Source: an optimization exercise on an open RTL-to-GDS flow (aim: small area, a short achievable clock period and few clock cycles per item). Production flows keep margins and buffers that such runs may drop. At most, simulation tests tie the RTL to the original design; equivalence was not proved. Function not checked in run 2: the RTL went through the layout flow alone.

## flow/design.v (module list and top-level ports; edited modules follow where they fit)
// module dds_sine_sample_generator: 1111 lines
module dds_sine_sample_generator (
    input  logic                  clk,
    input  logic                  rst_n,
    input  logic                  in_valid,
    output logic                  in_ready,
    input  logic                  restart,
    output logic                  out_valid,
    input  logic                  out_ready,
    output dds_pkg::code_t        sample,
    input  logic                  cfg_valid,
    output logic                  cfg_ready,
    input  logic [1:0]            cfg_index,
    input  logic [31:0]           cfg_data
);
  // ...
==> flow/flow/run.sh <==
#!/bin/bash
set -euo pipefail
bash standard.sh \
  "SETUP_SLACK_MARGIN=7.4" \
  "CORE_UTILIZATION=60" \
  "BUFFER_PORTS_ARGS=-buffer_cell sky130_fd_sc_hd__buf_2" \
  finish > standard_flow.log 2>&1
==> flow/standard.sh <==
#!/bin/bash
# synth_recipe.tcl (not shown) runs the flow's synth.tcl, then flattens the netlist and writes it again
# the make line also repeats each setting of config.mk as NAME=value (left out here)
make -C /OpenROAD-flow-scripts/flow DESIGN_CONFIG=/design/flow/config.mk WORK_HOME=/design/flow/orfs CLKGATE_MAP_FILE= SYNTH_SCRIPT=/design/flow/synth_recipe.tcl "${@:-finish}"
==> flow/config.mk <==
export PLATFORM = sky130hd
export DESIGN_NAME = dds_sine_sample_generator
export DESIGN_NICKNAME = dds_sine_sample_generator
export VERILOG_FILES = /design/flow/design.v
export SDC_FILE = /design/flow/constraint.sdc
export NUM_CORES = 4
export LEC_CHECK = 0
export CAP_MARGIN = 20
export CORE_MARGIN = 2
export CORE_UTILIZATION = 40
export SLEW_MARGIN = 20
==> flow/constraint.sdc <==
create_clock -name core_clock -period 11.0 [get_ports {clk}]
set_input_delay 2.2000 -clock core_clock [delete_from_list [all_inputs] [get_ports {clk}]]
set_output_delay 2.2000 -clock core_clock [all_outputs]
set_load 0.01 [all_outputs]
==> reports/qor.yml, run 1 <==
synth:
  netlist_instances: 1592
  synth-edff-count: 120
  yosysMostFrequentCell: "inv_1"
  synth_top_area_share: 0.218
  synth_commonest_cells: "217 x inv_1, 153 x nand2_1, 133 x fa_1, 120 x edfxtp_1, 118 x ha_1"
drt:
  highest_layer: "met5"
  routed_wl_um: 36400
  dr.pass1.iters: 5
setup_path:
  reg2reg_from: "row2a_reg[0]"
  rrSetupSlack_ns: 7.41
  critPathRequiredTime_ns: 11.25
layout:
  fin_area_um2: 18700
  buffer_area_frac: 0.0577
  seq_cells: 215
  final_nets: 1991
  area_delta_synth_final_pct: 13.2
  n_all_inverters: 218
  final_cell_mix: "214 x inv_1, 148 x nand2_1, 120 x fa_1, 120 x edfxtp_1, 117 x ha_1"
global_routing:
  grtUsageTotal: 0.261
  gr-usage-met2: 0.443
  grt_max_degree: 65
  overflow: 0
placed_design:
  gp_congestion: 0.883
  place_ws_ns: 7.03
  placed_cells: 1929
sta:
  fmax_ghz: 0.278
  maxSlewViolCount: 0
  fin_crit_ns: 3.59
  finalWorstSetupSlack_ns: 7.41
cts:
  cts_max_level: 1
  cts_buffers: 25
  clk_pin_slew_ns: 0.06
  clock_latency_ns: 0.52
floorplanning:
  nWellTaps: 341
  std_cell_rows: 60
worst_hold_path:
  holdPathEnd: "phase_acc_reg[22]"
run_status:
  status: "timing/DRC/antenna clean"
Testbench counts, summed over its fixed seeds: cycles 16,016, items 16,000.
==> inputs of run 2 (changes only) <==
--- a/flow/design.v
+++ b/flow/design.v
@@ -33,18 +33,17 @@
     logic [11:0] high_code_reg;
     logic [31:0] phase_acc_reg;
     logic [31:0] acc_sum;
     logic        in_ready_reg, in_busy_reg, in_fire;
     logic        v1_reg, v2_reg, v3_reg;
     logic        en1, en2, en3;
     logic [11:0] sine1_reg, lo1_reg, span1_reg;
     logic [23:0] row2a_reg, row2b_reg;
-    logic [11:0] xh3_reg;
-    logic        c3_reg;
+    logic [23:0] x3_reg;
     logic [11:0] head_reg, tail_reg;
     logic        head_v_reg, tail_v_reg;
     logic [11:0] rom_val, sine_next, lo_next, span_next;
     logic [23:0] row_a, row_b;
     logic [23:0] x_sum;
     logic [11:0] res;
     logic        wr, rd;
     logic        v1_next, v2_next, v3_next, head_v_next, tail_v_next;
@@ -374,92 +373,161 @@
     assign acc_sum[24] = ac_p0_24^ac_G4_23;
     assign acc_sum[25] = ac_p0_25^ac_G4_24;
     assign acc_sum[26] = ac_p0_26^ac_G4_25;
     assign acc_sum[27] = ac_p0_27^ac_G4_26;
     assign acc_sum[28] = ac_p0_28^ac_G4_27;
     assign acc_sum[29] = ac_p0_29^ac_G4_28;
     assign acc_sum[30] = ac_p0_30^ac_G4_29;
     assign acc_sum[31] = ac_p0_31^ac_G4_30;
-    logic [6:0]  rom_j;
-    logic [10:0] rom_q;
+    logic [5:0]  rom_k, rom_kn;
+    logic [10:0] rom_q0, rom_q1, rom_q;
     logic [7:0]  rom_addr;
     assign rom_addr = phase_acc_reg[31:24];
-    assign rom_j = rom_addr[6] ? (7'd64 - {1'b0, rom_addr[5:0]}) : {1'b0, rom_addr[5:0]};
+    assign rom_k  = rom_addr[5:0];
+    assign rom_kn = ~rom_addr[5:0];
     always_comb
     begin
-        case (rom_j)
-            7'd0: rom_q = 11'd0;
-            7'd1: rom_q = 11'd50;
-            7'd2: rom_q = 11'd100;
-            7'd3: rom_q = 11'd150;
-            7'd4: rom_q = 11'd200;
-            7'd5: rom_q = 11'd250;
-            7'd6: rom_q = 11'd300;
-            7'd7: rom_q = 11'd350;
-            7'd8: rom_q = 11'd399;
-            7'd9: rom_q = 11'd448;
-            7'd10: rom_q = 11'd497;
-            7'd11: rom_q = 11'd546;
-            7'd12: rom_q = 11'd594;
-            7'd13: rom_q = 11'd642;
-            7'd14: rom_q = 11'd689;
-            7'd15: rom_q = 11'd736;
-            7'd16: rom_q = 11'd783;
-            7'd17: rom_q = 11'd829;
-            7'd18: rom_q = 11'd875;
-            7'd19: rom_q = 11'd920;
-            7'd20: rom_q = 11'd965;
-            7'd21: rom_q = 11'd1009;
-            7'd22: rom_q = 11'd1052;
-            7'd23: rom_q = 11'd1095;
-            7'd24: rom_q = 11'd1137;
-            7'd25: rom_q = 11'd1178;
-            7'd26: rom_q = 11'd1219;
-            7'd27: rom_q = 11'd1259;
-            7'd28: rom_q = 11'd1298;
-            7'd29: rom_q = 11'd1337;
-            7'd30: rom_q = 11'd1375;
-            7'd31: rom_q = 11'd1411;
-            7'd32: rom_q = 11'd1447;
-            7'd33: rom_q = 11'd1482;
-            7'd34: rom_q = 11'd1517;
-            7'd35: rom_q = 11'd1550;
-            7'd36: rom_q = 11'd1582;
-            7'd37: rom_q = 11'd1614;
-            7'd38: rom_q = 11'd1644;
-            7'd39: rom_q = 11'd1674;
-            7'd40: rom_q = 11'd1702;
-            7'd41: rom_q = 11'd1729;
-            7'd42: rom_q = 11'd1756;
-            7'd43: rom_q = 11'd1781;
-            7'd44: rom_q = 11'd1805;
-            7'd45: rom_q = 11'd1828;
-            7'd46: rom_q = 11'd1850;
-            7'd47: rom_q = 11'd1871;
-            7'd48: rom_q = 11'd1891;
-            7'd49: rom_q = 11'd1910;
-            7'd50: rom_q = 11'd1927;
-            7'd51: rom_q = 11'd1944;
-            7'd52: rom_q = 11'd1959;
-            7'd53: rom_q = 11'd1973;
-            7'd54: rom_q = 11'd1986;
-            7'd55: rom_q = 11'd1997;
-            7'd56: rom_q = 11'd2008;
-            7'd57: rom_q = 11'd2017;
-            7'd58: rom_q = 11'd2025;
-            7'd59: rom_q = 11'd2032;
-            7'd60: rom_q = 11'd2037;
-            7'd61: rom_q = 11'd2041;
-            7'd62: rom_q = 11'd2045;
-            7'd63: rom_q = 11'd2046;
-            7'd64: rom_q = 11'd2047;
-            default: rom_q = 11'd0;
+        case (rom_k)
+            6'd0: rom_q0 = 11'd0;
+            6'd1: rom_q0 = 11'd50;
+            6'd2: rom_q0 = 11'd100;
+            6'd3: rom_q0 = 11'd150;
+            6'd4: rom_q0 = 11'd200;
+            6'd5: rom_q0 = 11'd250;
+            6'd6: rom_q0 = 11'd300;
+            6'd7: rom_q0 = 11'd350;
+            6'd8: rom_q0 = 11'd399;
+            6'd9: rom_q0 = 11'd448;
+            6'd10: rom_q0 = 11'd497;
+            6'd11: rom_q0 = 11'd546;
+            6'd12: rom_q0 = 11'd594;
+            6'd13: rom_q0 = 11'd642;
+            6'd14: rom_q0 = 11'd689;
+            6'd15: rom_q0 = 11'd736;
+            6'd16: rom_q0 = 11'd783;
+            6'd17: rom_q0 = 11'd829;
+            6'd18: rom_q0 = 11'd875;
+            6'd19: rom_q0 = 11'd920;
+            6'd20: rom_q0 = 11'd965;
+            6'd21: rom_q0 = 11'd1009;
+            6'd22: rom_q0 = 11'd1052;
+            6'd23: rom_q0 = 11'd1095;
+            6'd24: rom_q0 = 11'd1137;
+            6'd25: rom_q0 = 11'd1178;
+            6'd26: rom_q0 = 11'd1219;
+            6'd27: rom_q0 = 11'd1259;
+            6'd28: rom_q0 = 11'd1298;
+            6'd29: rom_q0 = 11'd1337;
+            6'd30: rom_q0 = 11'd1375;
+            6'd31: rom_q0 = 11'd1411;
+            6'd32: rom_q0 = 11'd1447;
+            6'd33: rom_q0 = 11'd1482;
+            6'd34: rom_q0 = 11'd1517;
+            6'd35: rom_q0 = 11'd1550;
+            6'd36: rom_q0 = 11'd1582;
+            6'd37: rom_q0 = 11'd1614;
+            6'd38: rom_q0 = 11'd1644;
+            6'd39: rom_q0 = 11'd1674;
+            6'd40: rom_q0 = 11'd1702;
+            6'd41: rom_q0 = 11'd1729;
+            6'd42: rom_q0 = 11'd1756;
+            6'd43: rom_q0 = 11'd1781;
+            6'd44: rom_q0 = 11'd1805;
+            6'd45: rom_q0 = 11'd1828;
+            6'd46: rom_q0 = 11'd1850;
+            6'd47: rom_q0 = 11'd1871;
+            6'd48: rom_q0 = 11'd1891;
+            6'd49: rom_q0 = 11'd1910;
+            6'd50: rom_q0 = 11'd1927;
+            6'd51: rom_q0 = 11'd1944;
+            6'd52: rom_q0 = 11'd1959;
+            6'd53: rom_q0 = 11'd1973;
+            6'd54: rom_q0 = 11'd1986;
+            6'd55: rom_q0 = 11'd1997;
+            6'd56: rom_q0 = 11'd2008;
+            6'd57: rom_q0 = 11'd2017;
+            6'd58: rom_q0 = 11'd2025;
+            6'd59: rom_q0 = 11'd2032;
+            6'd60: rom_q0 = 11'd2037;
+            6'd61: rom_q0 = 11'd2041;
+            6'd62: rom_q0 = 11'd2045;
+            6'd63: rom_q0 = 11'd2046;
         endcase
     end
+    always_comb
+    begin
+        case (rom_kn)
+            6'd0: rom_q1 = 11'd50;
+            6'd1: rom_q1 = 11'd100;
+            6'd2: rom_q1 = 11'd150;
+            6'd3: rom_q1 = 11'd200;
+            6'd4: rom_q1 = 11'd250;
+            6'd5: rom_q1 = 11'd300;
+            6'd6: rom_q1 = 11'd350;
+            6'd7: rom_q1 = 11'd399;
+            6'd8: rom_q1 = 11'd448;
+            6'd9: rom_q1 = 11'd497;
+            6'd10: rom_q1 = 11'd546;
+            6'd11: rom_q1 = 11'd594;
+            6'd12: rom_q1 = 11'd642;
+            6'd13: rom_q1 = 11'd689;
+            6'd14: rom_q1 = 11'd736;
+            6'd15: rom_q1 = 11'd783;
+            6'd16: rom_q1 = 11'd829;
+            6'd17: rom_q1 = 11'd875;
+            6'd18: rom_q1 = 11'd920;
+            6'd19: rom_q1 = 11'd965;
+            6'd20: rom_q1 = 11'd1009;
+            6'd21: rom_q1 = 11'd1052;
+            6'd22: rom_q1 = 11'd1095;
+            6'd23: rom_q1 = 11'd1137;
+            6'd24: rom_q1 = 11'd1178;
+            6'd25: rom_q1 = 11'd1219;
+            6'd26: rom_q1 = 11'd1259;
+            6'd27: rom_q1 = 11'd1298;
+            6'd28: rom_q1 = 11'd1337;
+            6'd29: rom_q1 = 11'd1375;
+            6'd30: rom_q1 = 11'd1411;
+            6'd31: rom_q1 = 11'd1447;
+            6'd32: rom_q1 = 11'd1482;
+            6'd33: rom_q1 = 11'd1517;
+            6'd34: rom_q1 = 11'd1550;
+            6'd35: rom_q1 = 11'd1582;
+            6'd36: rom_q1 = 11'd1614;
+            6'd37: rom_q1 = 11'd1644;
+            6'd38: rom_q1 = 11'd1674;
+            6'd39: rom_q1 = 11'd1702;
+            6'd40: rom_q1 = 11'd1729;
+            6'd41: rom_q1 = 11'd1756;
+            6'd42: rom_q1 = 11'd1781;
+            6'd43: rom_q1 = 11'd1805;
+            6'd44: rom_q1 = 11'd1828;
+            6'd45: rom_q1 = 11'd1850;
+            6'd46: rom_q1 = 11'd1871;
+            6'd47: rom_q1 = 11'd1891;
+            6'd48: rom_q1 = 11'd1910;
+            6'd49: rom_q1 = 11'd1927;
+            6'd50: rom_q1 = 11'd1944;
+            6'd51: rom_q1 = 11'd1959;
+            6'd52: rom_q1 = 11'd1973;
+            6'd53: rom_q1 = 11'd1986;
+            6'd54: rom_q1 = 11'd1997;
+            6'd55: rom_q1 = 11'd2008;
+            6'd56: rom_q1 = 11'd2017;
+            6'd57: rom_q1 = 11'd2025;
+            6'd58: rom_q1 = 11'd2032;
+            6'd59: rom_q1 = 11'd2037;
+            6'd60: rom_q1 = 11'd2041;
+            6'd61: rom_q1 = 11'd2045;
+            6'd62: rom_q1 = 11'd2046;
+            6'd63: rom_q1 = 11'd2047;
+        endcase
+    end
+    assign rom_q   = rom_addr[6] ? rom_q1 : rom_q0;
     assign rom_val = (rom_addr == 8'd128) ? 12'd2048
                    : (rom_addr[7] ? {1'b0, ~rom_q} : {1'b1, rom_q});
     assign sine_next = restart ? 12'd2048 : rom_val;
     logic [12:0] hl_diff, lh_diff;
     assign hl_diff = {1'b0, high_code_reg} - {1'b0, low_code_reg};
     assign lh_diff = {1'b0, low_code_reg} - {1'b0, high_code_reg};
     assign lo_next   = hl_diff[12] ? high_code_reg : low_code_reg;
     assign span_next = hl_diff[12] ? lh_diff[11:0] : hl_diff[11:0];
@@ -1016,47 +1084,53 @@
     assign x_sum[16] = xs_p0_16^xs_G3_15;
     assign x_sum[17] = xs_p0_17^xs_G4_16;
     assign x_sum[18] = xs_p0_18^xs_G4_17;
     assign x_sum[19] = xs_p0_19^xs_G4_18;
     assign x_sum[20] = xs_p0_20^xs_G4_19;
     assign x_sum[21] = xs_p0_21^xs_G4_20;
     assign x_sum[22] = xs_p0_22^xs_G4_21;
     assign x_sum[23] = xs_p0_23^xs_G4_22;
+    always_ff @(posedge clk)
+    begin
+        if (en3)
+            x3_reg <= x_sum;
+    end
     logic        quo_c;
+    logic [11:0] x_hi_dec;
     logic [11:0] cc_unused;
     logic cc_g0_0, cc_p0_0, cc_g0_1, cc_p0_1, cc_g0_2, cc_p0_2, cc_g0_3, cc_p0_3, cc_g0_4, cc_p0_4, cc_g0_5, cc_p0_5, cc_g0_6, cc_p0_6, cc_g0_7, cc_p0_7;
     logic cc_g0_8, cc_p0_8, cc_g0_9, cc_p0_9, cc_g0_10, cc_p0_10, cc_g0_11, cc_p0_11, cc_gc, cc_G0_1, cc_P0_1, cc_G0_3, cc_P0_3, cc_G0_5, cc_P0_5, cc_G0_7;
     logic cc_P0_7, cc_G0_9, cc_P0_9, cc_G0_11, cc_P0_11, cc_G1_2, cc_P1_2, cc_G1_3, cc_P1_3, cc_G1_6, cc_P1_6, cc_G1_7, cc_P1_7, cc_G1_10, cc_P1_10, cc_G1_11;
     logic cc_P1_11, cc_G2_4, cc_P2_4, cc_G2_5, cc_P2_5, cc_G2_6, cc_P2_6, cc_G2_7, cc_P2_7, cc_G3_8, cc_P3_8, cc_G3_9, cc_P3_9, cc_G3_10, cc_P3_10, cc_G3_11;
     logic cc_P3_11;
-    assign cc_g0_0 = x_sum[0]&x_sum[12];
-    assign cc_p0_0 = x_sum[0]^x_sum[12];
-    assign cc_g0_1 = x_sum[1]&x_sum[13];
-    assign cc_p0_1 = x_sum[1]^x_sum[13];
-    assign cc_g0_2 = x_sum[2]&x_sum[14];
-    assign cc_p0_2 = x_sum[2]^x_sum[14];
-    assign cc_g0_3 = x_sum[3]&x_sum[15];
-    assign cc_p0_3 = x_sum[3]^x_sum[15];
-    assign cc_g0_4 = x_sum[4]&x_sum[16];
-    assign cc_p0_4 = x_sum[4]^x_sum[16];
-    assign cc_g0_5 = x_sum[5]&x_sum[17];
-    assign cc_p0_5 = x_sum[5]^x_sum[17];
-    assign cc_g0_6 = x_sum[6]&x_sum[18];
-    assign cc_p0_6 = x_sum[6]^x_sum[18];
-    assign cc_g0_7 = x_sum[7]&x_sum[19];
-    assign cc_p0_7 = x_sum[7]^x_sum[19];
-    assign cc_g0_8 = x_sum[8]&x_sum[20];
-    assign cc_p0_8 = x_sum[8]^x_sum[20];
-    assign cc_g0_9 = x_sum[9]&x_sum[21];
-    assign cc_p0_9 = x_sum[9]^x_sum[21];
-    assign cc_g0_10 = x_sum[10]&x_sum[22];
-    assign cc_p0_10 = x_sum[10]^x_sum[22];
-    assign cc_g0_11 = x_sum[11]&x_sum[23];
-    assign cc_p0_11 = x_sum[11]^x_sum[23];
+    assign cc_g0_0 = x3_reg[0]&x3_reg[12];
+    assign cc_p0_0 = x3_reg[0]^x3_reg[12];
+    assign cc_g0_1 = x3_reg[1]&x3_reg[13];
+    assign cc_p0_1 = x3_reg[1]^x3_reg[13];
+    assign cc_g0_2 = x3_reg[2]&x3_reg[14];
+    assign cc_p0_2 = x3_reg[2]^x3_reg[14];
+    assign cc_g0_3 = x3_reg[3]&x3_reg[15];
+    assign cc_p0_3 = x3_reg[3]^x3_reg[15];
+    assign cc_g0_4 = x3_reg[4]&x3_reg[16];
+    assign cc_p0_4 = x3_reg[4]^x3_reg[16];
+    assign cc_g0_5 = x3_reg[5]&x3_reg[17];
+    assign cc_p0_5 = x3_reg[5]^x3_reg[17];
+    assign cc_g0_6 = x3_reg[6]&x3_reg[18];
+    assign cc_p0_6 = x3_reg[6]^x3_reg[18];
+    assign cc_g0_7 = x3_reg[7]&x3_reg[19];
+    assign cc_p0_7 = x3_reg[7]^x3_reg[19];
+    assign cc_g0_8 = x3_reg[8]&x3_reg[20];
+    assign cc_p0_8 = x3_reg[8]^x3_reg[20];
+    assign cc_g0_9 = x3_reg[9]&x3_reg[21];
+    assign cc_p0_9 = x3_reg[9]^x3_reg[21];
+    assign cc_g0_10 = x3_reg[10]&x3_reg[22];
+    assign cc_p0_10 = x3_reg[10]^x3_reg[22];
+    assign cc_g0_11 = x3_reg[11]&x3_reg[23];
+    assign cc_p0_11 = x3_reg[11]^x3_reg[23];
     assign cc_gc = cc_g0_0|(cc_p0_0&1'b1);
     assign cc_G0_1 = cc_g0_1|(cc_p0_1&cc_gc);
     assign cc_P0_1 = cc_p0_1&cc_p0_0;
     assign cc_G0_3 = cc_g0_3|(cc_p0_3&cc_g0_2);
     assign cc_P0_3 = cc_p0_3&cc_p0_2;
     assign cc_G0_5 = cc_g0_5|(cc_p0_5&cc_g0_4);
     assign cc_P0_5 = cc_p0_5&cc_p0_4;
     assign cc_G0_7 = cc_g0_7|(cc_p0_7&cc_g0_6);
@@ -1101,25 +1175,18 @@
     assign cc_unused[5] = cc_p0_5^cc_G2_4;
     assign cc_unused[6] = cc_p0_6^cc_G2_5;
     assign cc_unused[7] = cc_p0_7^cc_G2_6;
     assign cc_unused[8] = cc_p0_8^cc_G2_7;
     assign cc_unused[9] = cc_p0_9^cc_G3_8;
     assign cc_unused[10] = cc_p0_10^cc_G3_9;
     assign cc_unused[11] = cc_p0_11^cc_G3_10;
     assign quo_c = cc_G3_11;
-    always_ff @(posedge clk)
-    begin
-        if (en3)
-        begin
-            xh3_reg <= x_sum[23:12];
-            c3_reg  <= quo_c;
-        end
-    end
-    assign res = c3_reg ? xh3_reg : xh3_reg - 12'd1;
+    assign x_hi_dec = x3_reg[23:12] - 12'd1;
+    assign res = quo_c ? x3_reg[23:12] : x_hi_dec;
     always_ff @(posedge clk)
     begin
         if (wr)
             tail_reg <= res;
         if (~head_v_reg | out_ready)
             head_reg <= tail_v_reg ? tail_reg : res;
     end
     assign out_valid = head_v_reg;
==> flow/flow/run.sh (replaced) <==
#!/bin/bash
# Standard ORFS layout, with port buffers of a plain buffer cell and the
# setup repair aiming for margin below the clock period.
set -euo pipefail
bash standard.sh \
  "SETUP_SLACK_MARGIN=7.9" \
  "BUFFER_PORTS_ARGS=-buffer_cell sky130_fd_sc_hd__buf_2" \
  finish > standard_flow.log 2>&1
==> reports/qor.yml, run 2 <==
sta:
  clock_skew_ns: 0.0374  # was 0.00970 ns
  hold_viol_final: 0  # unchanged
  tns_ns: 0  # unchanged
  setup_viol: 0  # unchanged
  fmax_ghz: 0.292  # was 0.278 GHz
  finalWorstSetupSlack_ns: 7.58  # was 7.41 ns
  period_share: 0.311  # was 0.327
  relSlewSlack: 0.307  # was 0.448
  fin_crit_ns: 3.42  # was 3.59 ns
  maxSlewViolCount: 0  # unchanged
  worstMarginPinSlew_ns: 1.04  # was 0.818 ns
  rsz0062_at_grt: "true"  # unchanged
global_routing:
  overflow: 0  # unchanged
  gr-usage-met2: 0.317  # was 0.443
  grt_antenna_before_repair: 0  # was 2
  grt_use_met3: 0.0257  # was 0.0328
  grt_max_degree: 89  # was 65
  grtUsageTotal: 0.180  # was 0.261
  top_usage_layer: "met2"  # unchanged
  grt_util_met1: 0.226  # was 0.351
  grt_first_pass_wirelength_um: 66100  # was 60000 µm
  first_global_vias: 13000  # was 11700
synth:
  async_flop_share: 0.420  # was 0.442
  synthTopCellsByArea: "edfxtp_1 22%, fa_1 15%, dfrtp_1 12%, ha_1 8.6%, inv_1 4.5%"  # was edfxtp_1 22%, fa_1 16%, dfrtp_1 12%, ha_1 8.9%, inv_1 4.9%
  netlist_instances: 1718  # was 1592
  synth.avg_cell_area_um2: 10.2  # was 10.4 µm²
  synth-seq-cells: 226  # was 215
  synth_fp_nets: 2011  # was 1883
  ys_types: 67  # was 73
  synth_area_leader_cell: "edfxtp_1"  # unchanged
  synth_seq_area_share: 0.361  # was 0.362
  synthFlopType: "edfxtp_1"  # unchanged
  synth_area_um2: 17500  # was 16600 µm²
  synth_commonest_cells: "212 x inv_1, 164 x nand2_1, 133 x fa_1, 131 x edfxtp_1, 120 x ha_1"  # was 217 x inv_1, 153 x nand2_1, 133 x fa_1, 120 x edfxtp_1, 118 x ha_1
  synth_top_area_share: 0.225  # was 0.218
  ys_warn_count: 1  # unchanged
  yosysMostFrequentCell: "inv_1"  # unchanged
  synth-edff-count: 131  # was 120
cts:
  cts_root_buf: "clkbuf_16"  # unchanged
  cts_max_level: 1  # unchanged
  cts_tree: "yes"  # unchanged
  holdBufCountCts: 0  # unchanged
  clk_pin_slew_ns: 0.07  # was 0.06 ns
  cts_buffers: 25  # unchanged
  clockBufferDepth: 3  # unchanged
  cts.sinks: 226  # was 215
  clock_latency_ns: 0.56  # was 0.52 ns
setup_path:
  path_delay_family: "adder cells"  # was compound AO/OA/AOI/OAI gates
  rrSetupSlack_ns: 7.58  # was 7.41 ns
  cp-end-kind: "register"  # unchanged
  path_cells: "buf_4, nand2_4, fa_1, inv_2, fa_2, inv_2, fa_2, fa_1, inv_2, fa_2"  # was fa_2, a21o_1, a21oi_2, o21bai_1, a21oi_2, nor2b_2, o21ai_1, nand2_1, fa_2, xor2_1, ha_1, a21o_1, a21o_1, a221oi_2, o221ai_1
  path_buf_inv: 4  # was 0
  rr_endpoint: "row2b_reg[9]"  # was c3_reg
  rr_worst_depth: 10  # was 15
  slowest_stage: "edfxtp_1"  # unchanged
  path_class: "register to register"  # unchanged
  critPathArrivalTime_ns: 3.73  # was 3.84 ns
  critPathLaunchType: "register"  # unchanged
  critPathRequiredTime_ns: 11.31  # was 11.25 ns
  max_stage_delay_ns: 0.53  # was 0.42 ns
  reg2reg_from: "sine1_reg[0]"  # was row2a_reg[0]
  crit_fanout: 6  # was 3
layout:
  multiInputGateArea_um2: 10600  # was 9660 µm²
  final_common_cell: "inv_1"  # unchanged
  final_cell_mix: "180 x inv_1, 152 x nand2_1, 131 x edfxtp_1"  # was 214 x inv_1, 148 x nand2_1, 120 x fa_1, 120 x edfxtp_1, 117 x ha_1
  filler_cell_count: 3957  # was 2104
  post-route-util: 0.478  # was 0.693
  drive_gt1_frac: 0.246  # was 0.189
  area_delta_synth_final_pct: 17.8  # was 13.2%
  final_nets: 2112  # was 1991
  antenna_cells: 0  # unchanged
  seq_area_um2: 6330  # was 6000 µm²
  final_cells: 2423  # was 2059
run_status:
  status: "timing/DRC/antenna clean"  # unchanged
placed_design:
  dp_hpwl_um: 27700  # was 26200 µm
  gp_congestion: 0.898  # was 0.883
  io_buffers: 53  # unchanged
  placed_cells: 2276  # was 1929
  place_ws_ns: 7.26  # was 7.03 ns
worst_hold_path:
  hp-class: "register to register"  # unchanged
  whs_path_depth: 2  # unchanged
  hp-start: "phase_acc_reg[3]"  # was phase_acc_reg[22]
  holdPathEnd: "phase_acc_reg[3]"  # was phase_acc_reg[22]
floorplanning:
  die_w_um: 213  # was 170 µm
  floorplan.initialDensity: 0.406  # was 0.613
  std_cell_rows: 76  # was 60
  die-area_um2: 45500  # was 28900 µm²
  core-area_um2: 43200  # was 27000 µm²
  ios: 55  # unchanged
  fp.dieH_um: 213  # was 170 µm
drt:
  dr.pass1.iters: 5  # unchanged
  vias: 12500  # was 11600
  routed_wl_um: 40000  # was 36400 µm
  wire_per_inst_um: 16.5  # was 17.7 µm
  drc: 0  # unchanged
  drt_iter0_drc: 650  # was 791
  drt.antenna.violating_nets: 0  # unchanged
  vias_per_cell: 5.18  # was 5.62
flow_run:
  cap_viol_max_count: 0  # unchanged
## run 2: cell count changes after synthesis, sizes merged, moves of 8 or more
| cell | change |
|---|---|
| and3 | -10 |
| o21ai | +20 |
| nand2 | +11 |
| a21oi | +14 |
| edfxtp | +11 |
| nor3 | -8 |
| xor2 | +8 |
| nor2b | +9 |
| and2 | +16 |
| nor2 | +14 |
| a21o | +12 |
| clkbuf | +16 |
| o21bai | -8 |
## run 2: cell families (layout without fill, tap and decap cells)
kind of cell,count (synthesis),in the layout,synth area share
buffers and inverters,304,424,0.0660
other,1,1,0.000214
adder cells (fa/ha/maj),253,253,0.238
multiplexers,92,92,0.0594
AO/OA/AOI/OAI,330,330,0.118
flip-flops,226,226,0.361
AND/OR/NAND/NOR,441,441,0.122
XOR/XNOR,71,71,0.0355
## run 2: through the flow
step	hold slack, ns	cell area (µm²)
6_report	0.489	20600
2_1_floorplan	0.449	18000
3_3_place_gp	0.465	18500
4_1_cts	0.493	20100
3_5_place_dp	0.479	18500
5_1_grt	0.510	20600
## run 2: repair_timing
action,4_1_cts,5_1_grt
setup buffers,67,32
endpoints found under the setup margin,112,88
gates resized for setup,64,95
hold endpoints to repair,0,0
gates cloned,1,1
pin swaps,45,75
## run 2: per-layer routing
| metal | vias to the layer above | share of wire |
|---|---|---|
| met2 | 309 | 0.49 |
| met4 | 0 | 0.040 |
| li1 | 5991 | - |
| met5 | - | 0 |
| met3 | 99 | 0.042 |
| met1 | 6150 | 0.43 |
## run 2: worst register-to-register path: stages, from the launching register on
cell and delay, ns:
edfxtp_1 0.53, buf_4 0.19, nand2_4 0.05, fa_1 0.49, inv_2 0.04, fa_2 0.53, inv_2 0.04, fa_2 0.35
fa_1 0.52, inv_2 0.04, fa_2 0.39
## run 2: layout make-up
class | count | area share
repair buffers | 166 | 0.0630
clock buffers | 33 | 0.0347
multi-input cells | 1188 | 0.514
flip-flops and latches | 226 | 0.307
clock inverters | 13 | 0.00757
inverters | 212 | 0.0387
well taps | 585 | 0.0354
## run 2: how the worst max path moves through the flow
stage | cells past startpoint | endpoint | slack [ns] | startpoint
global placement | 4 | phase_step_reg[10] | 7.31 | cfg_index[1]
finish | 10 | row2b_reg[9] | 7.58 | sine1_reg[0]
CTS | 11 | row2b_reg[12] | 7.60 | sine1_reg[6]
detailed placement | 4 | phase_step_reg[10] | 7.26 | cfg_index[1]
global route | 9 | row2b_reg[14] | 7.50 | span1_reg[3]
floorplan | 11 | row2b_reg[16] | 7.72 | span1_reg[9]

[re-timing with driven ports]
In the flow no input, the clock included, has a driving cell. The finished layouts below were timed again as built, in two steps.
Step 1 assumes that a clkbuf_16 drives the clock port and a buf_2 every other input.
Step 2 times the ports against the registers' clock, not the clock port: input delays grow and output delays shrink by t, the midpoint of the rising clock arrivals with the driver on.
Slacks: ideal / step 1 / step 2; pairs: ideal / step 1.
run	t, ns	setup WS [ns]	worst setup path after step 2
run 1	0.561	7.405 / 7.405 / 7.243	input to register
run 2	0.595	7.580 / 7.580 / 7.394	input to register
After both steps every run listed still meets setup and hold. For run 2, which loses most, drivers alone change the setup slack by 0.000 ns; drivers and shift together by -0.186 ns.
